Background: an optimization exercise with open tools, aiming at a short achievable clock period and few clock cycles. Do not read the settings as production practice.
The RTL was checked by simulation tests, not by an equivalence proof against the original design.
No activity file was given, so power comes from the tool's default toggle rates.

$ cat config.mk
export PLATFORM = sky130hd
export DESIGN_NAME = axi_mem
export DESIGN_NICKNAME = axi_mem
export VERILOG_FILES = /design/flow/design.v
export SDC_FILE = /design/flow/constraint.sdc
export NUM_CORES = 4
export LEC_CHECK = 0
export CAP_MARGIN = 20
export CORE_MARGIN = 2
export CORE_UTILIZATION = 60
export SETUP_SLACK_MARGIN = 4.0
export SLEW_MARGIN = 20
export TNS_END_PERCENT = 100
$ cat run.sh
#!/bin/bash
# synth_recipe.tcl (not shown) runs the flow's synth.tcl, then flattens the netlist and writes it again
# the make line also repeats each setting of config.mk as NAME=value (left out here)
make -C /OpenROAD-flow-scripts/flow DESIGN_CONFIG=/design/flow/config.mk WORK_HOME=/design/flow/orfs CLKGATE_MAP_FILE= SYNTH_SCRIPT=/design/flow/synth_recipe.tcl finish
$ cat design.v
`timescale 1ns/10ps
`default_nettype none
module axi_mem (
  input  wire        aclk,
  input  wire        arstn,
  input  wire [3:0]  arid,
  input  wire [31:0] araddr,
  input  wire [3:0]  arlen,
  input  wire [2:0]  arsize,
  input  wire        arvalid,
  output wire        arready,
  input  wire [3:0]  awid,
  input  wire [31:0] awaddr,
  input  wire [3:0]  awlen,
  input  wire [2:0]  awsize,
  input  wire        awvalid,
  output wire        awready,
  input  wire [31:0] wdata,
  input  wire [3:0]  wstrb,
  input  wire        wlast,
  input  wire        wvalid,
  output wire        wready,
  output wire [3:0]  rid,
  output wire [31:0] rdata,
  output wire [1:0]  rresp,
  output wire        rlast,
  output wire        rvalid,
  input  wire        rready,
  output wire [3:0]  bid,
  output wire [1:0]  bresp,
  output wire        bvalid,
  input  wire        bready
);
  reg [1023:0] mem;
  reg [4:0]    s2_word;   
  reg [3:0]    s2_en;     
  reg [31:0]   s2_data;
  integer      i;
  always @(posedge aclk) begin
    for (i = 0; i < 128; i = i + 1)
      if (s2_en[i%4] && s2_word == i/4) mem[8*i +: 8] <= s2_data[8*(i%4) +: 8];
  end
  reg        r_idle;      
  reg        r_start;     
  reg        rvalid_q;
  reg [1:0]  ra;          
  reg [4:0]  rw;          
  reg [31:0] rsel;        
  reg        rhz, rho;    
  reg [2:0]  rsz;
  reg [3:0]  rcnt;        
  reg [3:0]  rid_q;
  reg [31:0] rdata_q;
  reg        rerr_q, rlast_q;
  wire       r_end  = rvalid_q & rready & rlast_q;
  wire       r_ld   = r_start | (rvalid_q & rready & ~rlast_q);
  wire [2:0] r_off  = (rsz == 3'd0) ? {1'b0, ra} + 3'd1 :
                      (rsz == 3'd1) ? {1'b0, ra} + 3'd2 : {1'b1, ra};
  wire       r_wc   = r_off[2];                   
  wire       r_hc   = r_wc & (rw == 5'd31);       
  wire       r_low  = (rw == 5'd31) &
                      (((rsz == 3'd1) & (ra == 2'd3)) | ((rsz == 3'd2) & (ra != 2'd0)));
  wire       r_err  = (rsz > 3'd2) | ~rhz | r_low;
  reg [31:0] r_word;
  integer    k;
  always @* begin
    r_word = 32'd0;
    for (k = 0; k < 32; k = k + 1)
      r_word = r_word | (mem[32*k +: 32] & {32{rsel[k]}});
  end
  always @(posedge aclk or negedge arstn) begin
    if (!arstn) begin
      r_idle   <= 1'b1;
      r_start  <= 1'b0;
      rvalid_q <= 1'b0;
    end else begin
      r_start  <= r_idle & arvalid;
      r_idle   <= r_idle ? ~arvalid : r_end;
      rvalid_q <= r_start | (rvalid_q & ~r_end);
    end
  end
  always @(posedge aclk) begin
    if (r_idle) begin
      ra   <= araddr[1:0];
      rw   <= araddr[6:2];
      rsel <= 32'd1 << araddr[6:2];
      rhz  <= araddr[31:7] == 25'd0;
      rho  <= &araddr[31:7];
      rsz  <= arsize;
      rcnt <= arlen;
    end else if (r_ld) begin
      ra   <= r_off[1:0];
      rw   <= rw + {4'd0, r_wc};
      rsel <= r_wc ? {rsel[30:0], rsel[31]} : rsel;
      rhz  <= r_hc ? rho : rhz;
      rho  <= rho & ~r_hc;
      rcnt <= rcnt - 4'd1;
    end
  end
  always @(posedge aclk or negedge arstn) begin
    if (!arstn) begin
      rid_q   <= 4'd0;
      rdata_q <= 32'd0;
      rerr_q  <= 1'b0;
      rlast_q <= 1'b0;
    end else begin
      if (r_idle) rid_q <= arid;
      if (r_ld) begin
        rdata_q <= r_err ? 32'd0 : r_word;
        rerr_q  <= r_err;
        rlast_q <= (rcnt == 4'd0);
      end
    end
  end
  assign arready = r_idle;
  assign rvalid  = rvalid_q;
  assign rid     = rid_q;
  assign rdata   = rdata_q;
  assign rresp   = {rerr_q, 1'b0};
  assign rlast   = rlast_q;
  reg        w_idle;      
  reg        w_first;     
  reg        w0_acc;      
  reg        wready_q;
  reg        bvalid_q;
  reg        bresp_q;
  reg [3:0]  bid_q;
  reg        s1_v;        
  reg [31:0] s1_data;
  reg [3:0]  s1_strb;
  reg        s1_last;
  reg [6:0]  pa;          
  reg        whz, who;    
  reg [2:0]  wsz;
  reg [3:0]  wrem;        
  reg        sticky;      
  wire       w_hs   = wvalid & wready_q;
  wire       b_end  = bvalid_q & bready;
  wire [7:0] w_step = (wsz == 3'd0) ? 8'd1 : (wsz == 3'd1) ? 8'd2 : 8'd4;
  wire [7:0] p1     = {1'b0, pa} + w_step;
  wire       w_hz1  = p1[7] ? who : whz;
  wire       w_szb  = wsz > 3'd2;
  wire       low0   = (wsz == 3'd1) ? (pa == 7'd127) :
                      (wsz == 3'd2) ? ((pa[6:2] == 5'd31) && (pa[1:0] != 2'd0)) : 1'b0;
  wire       low1   = (wsz == 3'd1) ? (p1[6:0] == 7'd127) :
                      (wsz == 3'd2) ? ((p1[6:2] == 5'd31) && (p1[1:0] != 2'd0)) : 1'b0;
  wire       err0   = w_szb | ~whz   | low0;    
  wire       err1   = w_szb | ~w_hz1 | low1;    
  wire       s1_bad = err0 | (s1_last != (wrem == 4'd0));
  wire       acc_last = s1_v ? (wrem == 4'd1) : (wrem == 4'd0);
  wire       acc_bad  = (s1_v ? err1 : err0) | (wlast != acc_last);
  wire       sticky_now = (~w_first & sticky) | (s1_v & s1_bad);
  wire       b_set_acc  = w_hs & ~w_idle & acc_last;
  wire       b_set_0    = w0_acc & (wrem == 4'd0);
  wire       b_next     = b_set_acc | b_set_0 | (bvalid_q & ~bready);
  always @(posedge aclk or negedge arstn) begin
    if (!arstn) begin
      w_idle   <= 1'b1;
      w_first  <= 1'b0;
      w0_acc   <= 1'b0;
      s1_v     <= 1'b0;
      bvalid_q <= 1'b0;
      wready_q <= 1'b1;
      bid_q    <= 4'd0;
      bresp_q  <= 1'b0;
    end else begin
      w_idle   <= w_idle ? ~awvalid : b_end;
      w_first  <= w_idle & awvalid;
      w0_acc   <= w_idle & awvalid & w_hs;
      s1_v     <= w_hs;
      bvalid_q <= b_next;
      wready_q <= ~b_next;
      if (w_idle) bid_q <= awid;
      if (!w_idle) begin
        if (b_set_acc)    bresp_q <= sticky_now | acc_bad;
        else if (b_set_0) bresp_q <= s1_bad;
      end
    end
  end
  always @(posedge aclk) begin
    s1_data <= wdata;
    s1_strb <= wstrb;
    s1_last <= wlast;
  end
  always @(posedge aclk) begin
    if (w_idle) begin
      pa   <= awaddr[6:0];
      whz  <= awaddr[31:7] == 25'd0;
      who  <= &awaddr[31:7];
      wsz  <= awsize;
      wrem <= awlen;
    end else begin
      if (s1_v) begin
        pa   <= p1[6:0];
        wrem <= wrem - 4'd1;
        whz  <= w_hz1;
        who  <= who & ~p1[7];
      end
      sticky <= sticky_now;
    end
  end
  wire [3:0] w_szm  = (wsz == 3'd0) ? 4'b0001 : (wsz == 3'd1) ? 4'b0011 : 4'b1111;
  wire [3:0] w_lane = w_szm << pa[1:0];
  always @(posedge aclk) begin
    s2_data <= s1_data;
    s2_word <= pa[6:2];
    s2_en   <= w_lane & s1_strb & {4{s1_v & ~err0}};
  end
  assign awready = w_idle;
  assign wready  = wready_q;
  assign bvalid  = bvalid_q;
  assign bid     = bid_q;
  assign bresp   = {bresp_q, 1'b0};
endmodule
`default_nettype wire
$ cat constraint.sdc
create_clock -name core_clock -period 6.0 [get_ports {aclk}]
set_input_delay 1.2000 -clock core_clock [delete_from_list [all_inputs] [get_ports {aclk}]]
set_output_delay 1.2000 -clock core_clock [all_outputs]
set_load 0.01 [all_outputs]
==> flow_summary.ini <==
[route]
drt_iter0_drc = 4121
first_pass_iters = 18
avgRoutedWirePerCell_um = 35.9
num_vias = 27100
drc = 0
routed_wl_mm = 140
vias_per_cell = 6.97
ant_nets = 0

[setup_path]
crit_arrival_ps = 1410
crit_path_end_kind = output port
path_buf_inv = 1
critPathLaunchType = flop
cp_cell_sequence = buf_6
critPathRequiredTime_ps = 4800
cp-startpoint = w_idle$_DFF_PN1_
critPathTopFamily = flip-flops
max_stage_delay_ps = 620
worstSetupPathType = reg2out
r2r_start = wsz[2]$_DFFE_PP_
cp_max_fo = 2
cp_slowest_cell = dfstp_4

[power_and_ir_drop]
p_int_uw = 15400
power.leakage_uw = 0.0176
pwr-share-seq = 0.477
switching_power_uw = 5820
total_power_uw = 21200
pwr-share-comb = 0.164
power-per-cell-area_mw_per_mm2 = 401
switching_share = 0.275
p_clk_frac = 0.359
ir_worst_vdd_mv = 0.342

[logic_synthesis]
synth.distinct_cells = 61
yosysWarnings = 1
synth_cells = 2577
yosys_most_used_dff = edfxtp_1
synth_top_cell_by_area = edfxtp_1
synth-seq-cells = 1219
async_reset_ff_frac = 0.0427
synth_top_cell_area_share = 0.738
netlist_area_mm2 = 0.0443
synth_edf_count = 1089
seq_area_frac_synth = 0.802
avgSynthCellArea_um2 = 17.2
synth_area_leaders = edfxtp_1, a22oi_1, dfxtp_1

[floorplan]
fp.dieH_um = 276
start_util = 0.607
dieArea_mm2 = 0.0761
ioPinCount = 180
die_w_um = 276
core_mm2 = 0.0731
rows = 99

[sta]
setup_tns_ps = 0
fmax_mhz = 383
rsz0062_at_grt = true
finalCritPeriodShare = 0.435
period_needed_ps = 2610
maxSlewViolCount = 0
fin_skew_ps = 37.3
hold_violations = 0
max_slew_margin = 0.236
setup_viol = 0
worstMarginPinSlew_ps = 1140

[grt]
grt_usage = 0.363
grt_max_degree = 53
grt_pass1_wl_mm = 190
grt_pass1_vias = 25800
overflow = 0
antenna_found_initial = 1

[cells_and_area]
syn_to_final_growth_pct = 19.0
n_fill_cell = 4570
layout.nets = 2969
drive_gt1_frac = 0.211
antenna_cells = 0

[outcome]
outcome = timing/DRC/antenna clean

[clock_network]
clk_latency_ps = 710
cts_tree = built
cts.hold.buffers_added = 0
numCtsBuffers = 118
htree_num_levels = 3
clockBufferDepth = 3
cts.sinks = 1219
root_buffer = clkbuf_16
clkSlewWorstSetupHoldPaths_ps = 60

[flow_run]
max_cap_violations = 0

[placed_design]
place_hpwl_mm = 75.5
port_buffers = 177
gp_congestion = 0.867

[worst_hold_path]
hp-start = s1_data[9]$_DFF_P_
min_path_type = reg2reg
metal layers:
metal | vias to the layer above | GRT usage | share of wire
li1 | 11000 | - | -
met3 | 332 | 0.0719 | 0.12
met2 | 1977 | 0.572 | 0.47
met4 | 0 | 0.138 | 0.045
met5 | - | 0 | 0
met1 | 13800 | 0.509 | 0.36
cell families after synthesis:
family / count (synthesis) / share of synthesized area
compound gates: 628 / 0.107
xor+xnor: 14 / 0.00277
fa+ha+maj: 12 / 0.00356
buf+inv: 184 / 0.0165
flops: 1219 / 0.802
mux: 17 / 0.00429
other cells: 1 / 0.0000846
simple gates: 502 / 0.0637
per-stage QoR:
step	worst slack (ps)	cell area (um^2)	hold slack (ps)	util	std cells
floorplan	3800	44500	310	-	2578
detailed placement	2430	47100	312	0.644	3598
CTS	3350	51900	326	0.710	3861
global placement	2440	47100	310	0.644	3598
finish	3390	52700	323	0.722	3891
global route	3360	52700	327	0.722	3891
what timing repair did:
action	in CTS	in global routing
cloned	2	5
pin swaps	25	32
setup buffers	36	24
endpoints found under the setup margin	1020	647
gates resized for setup	432	155
path summary, 6_finish.rpt:
kind | slack [ps] | cells after the start | endpoint
worst max-delay path | 3390 | 1 | awready
worst min-delay path | 320 | 0 | s2_data[9]$_DFF_P_
worst max register to register | 3740 | 9 | bresp_q$_DFFE_PN0P_
worst min register to register | 320 | 0 | s2_data[9]$_DFF_P_
max in group asynchronous | 4530 | 1 | rvalid_q$_DFF_PN0_
min in group asynchronous | 590 | 1 | rdata_q[0]$_DFFE_PN0P_
Yosys cell counts, types with 45 or more instances:
library cell,instances
edfxtp_1,1089
nand2_1,71
a22oi_1,448
dfxtp_1,78
nand4_1,112
and2_1,130
clkbuf_1,138
dfrtp_1,49
nor4_1,45
nor2_1,53
nand3_1,45
layout make-up:
cell class	count	area, um^2	area share
Sequential cell	1219	35600	0.675
Multi-Input combinational cell	1176	8960	0.170
Clock buffer	152	3200	0.0607
Timing Repair Buffer	290	2900	0.0550
Tap cell	959	1200	0.0228
Clock inverter	73	798	0.0151
Inverter	22	90.1	0.00171
state kept, by name, indices dropped and copies added (netlist names), 2 cells and up:
signal	cells
pa	7
wsz	3
s2_en	4
mem	1024
rcnt	4
wrem	4
rsel	32
s1_strb	4
ra	2
rdata_q	32
rsz	3
bid_q	4
rw	5
s2_data	32
s2_word	5
rid_q	4
s1_data	32
power groups by stage:
| stage | registers, uW | logic [uW] | clock network [uW] |
|---|---|---|---|
| final | 10100 | 3460 | 7610 |
| after global routing | 10100 | 3600 | 7930 |
| after CTS | 10100 | 3120 | 7620 |
| after detailed placement | 10300 | 2870 | 0 |
| after global placement | 10300 | 2820 | 0 |
| after floorplan | 10200 | 1480 | 0 |
layout by cell type, fill, tap and decap left out, types with 14 or more instances in the layout:
master           instances
a221oi_1                24
a22o_1                  33
a22oi_1                446
and2_2                  80
and2_4                  46
buf_2                   34
buf_4                   66
buf_6                   35
bufinv_16               15
clkbuf_1                22
clkbuf_16              122
clkdlybuf4s50_1        123
clkinv_1                19
clkinv_2                28
dfrtp_1                 47
dfxtp_1                 69
edfxtp_1              1089
inv_1                   19
mux2_2                  15
nand2_1                 67
nand3_1                 42
nand4_1                112
nor2_1                  33
nor2_2                  15
nor4_1                  14
nor4_2                  20
o21ai_0                 18
o21ai_1                 21
o21ai_2                 14
o2bb2ai_1               30
Testbench counts, summed over its fixed seeds: cycles 85,021.

static timing again, ports no longer ideal:
The results above use ideal ports. As a check the final layout listed here was re-extracted and re-timed, cells and wires unchanged.
Step 1: set_driving_cell puts a clkbuf_16 on aclk and a buf_2 on each other input, an assumption about the parent block.
Step 2 adds t to the input delays and takes it off the output delays; t is the mean of the earliest and latest rising clock arrival at the registers after step 1. Input paths then give back, and output paths get back, about the clock's delay inside the block.
Three values: ideal, step 1, step 2; two values: the first two.
t, ns: 0.761
slack for setup (ns): 3.388 / 3.314 / 3.260
hold WS [ns]: 0.323 / 0.323 / 0.323
worst data-port slew with drivers (ns): 0.05
pins driven straight from the clock port: 1
After both steps setup and hold are still met in this run. For this run, drivers alone change the setup slack by -0.074 ns; drivers and shift together by -0.128 ns.
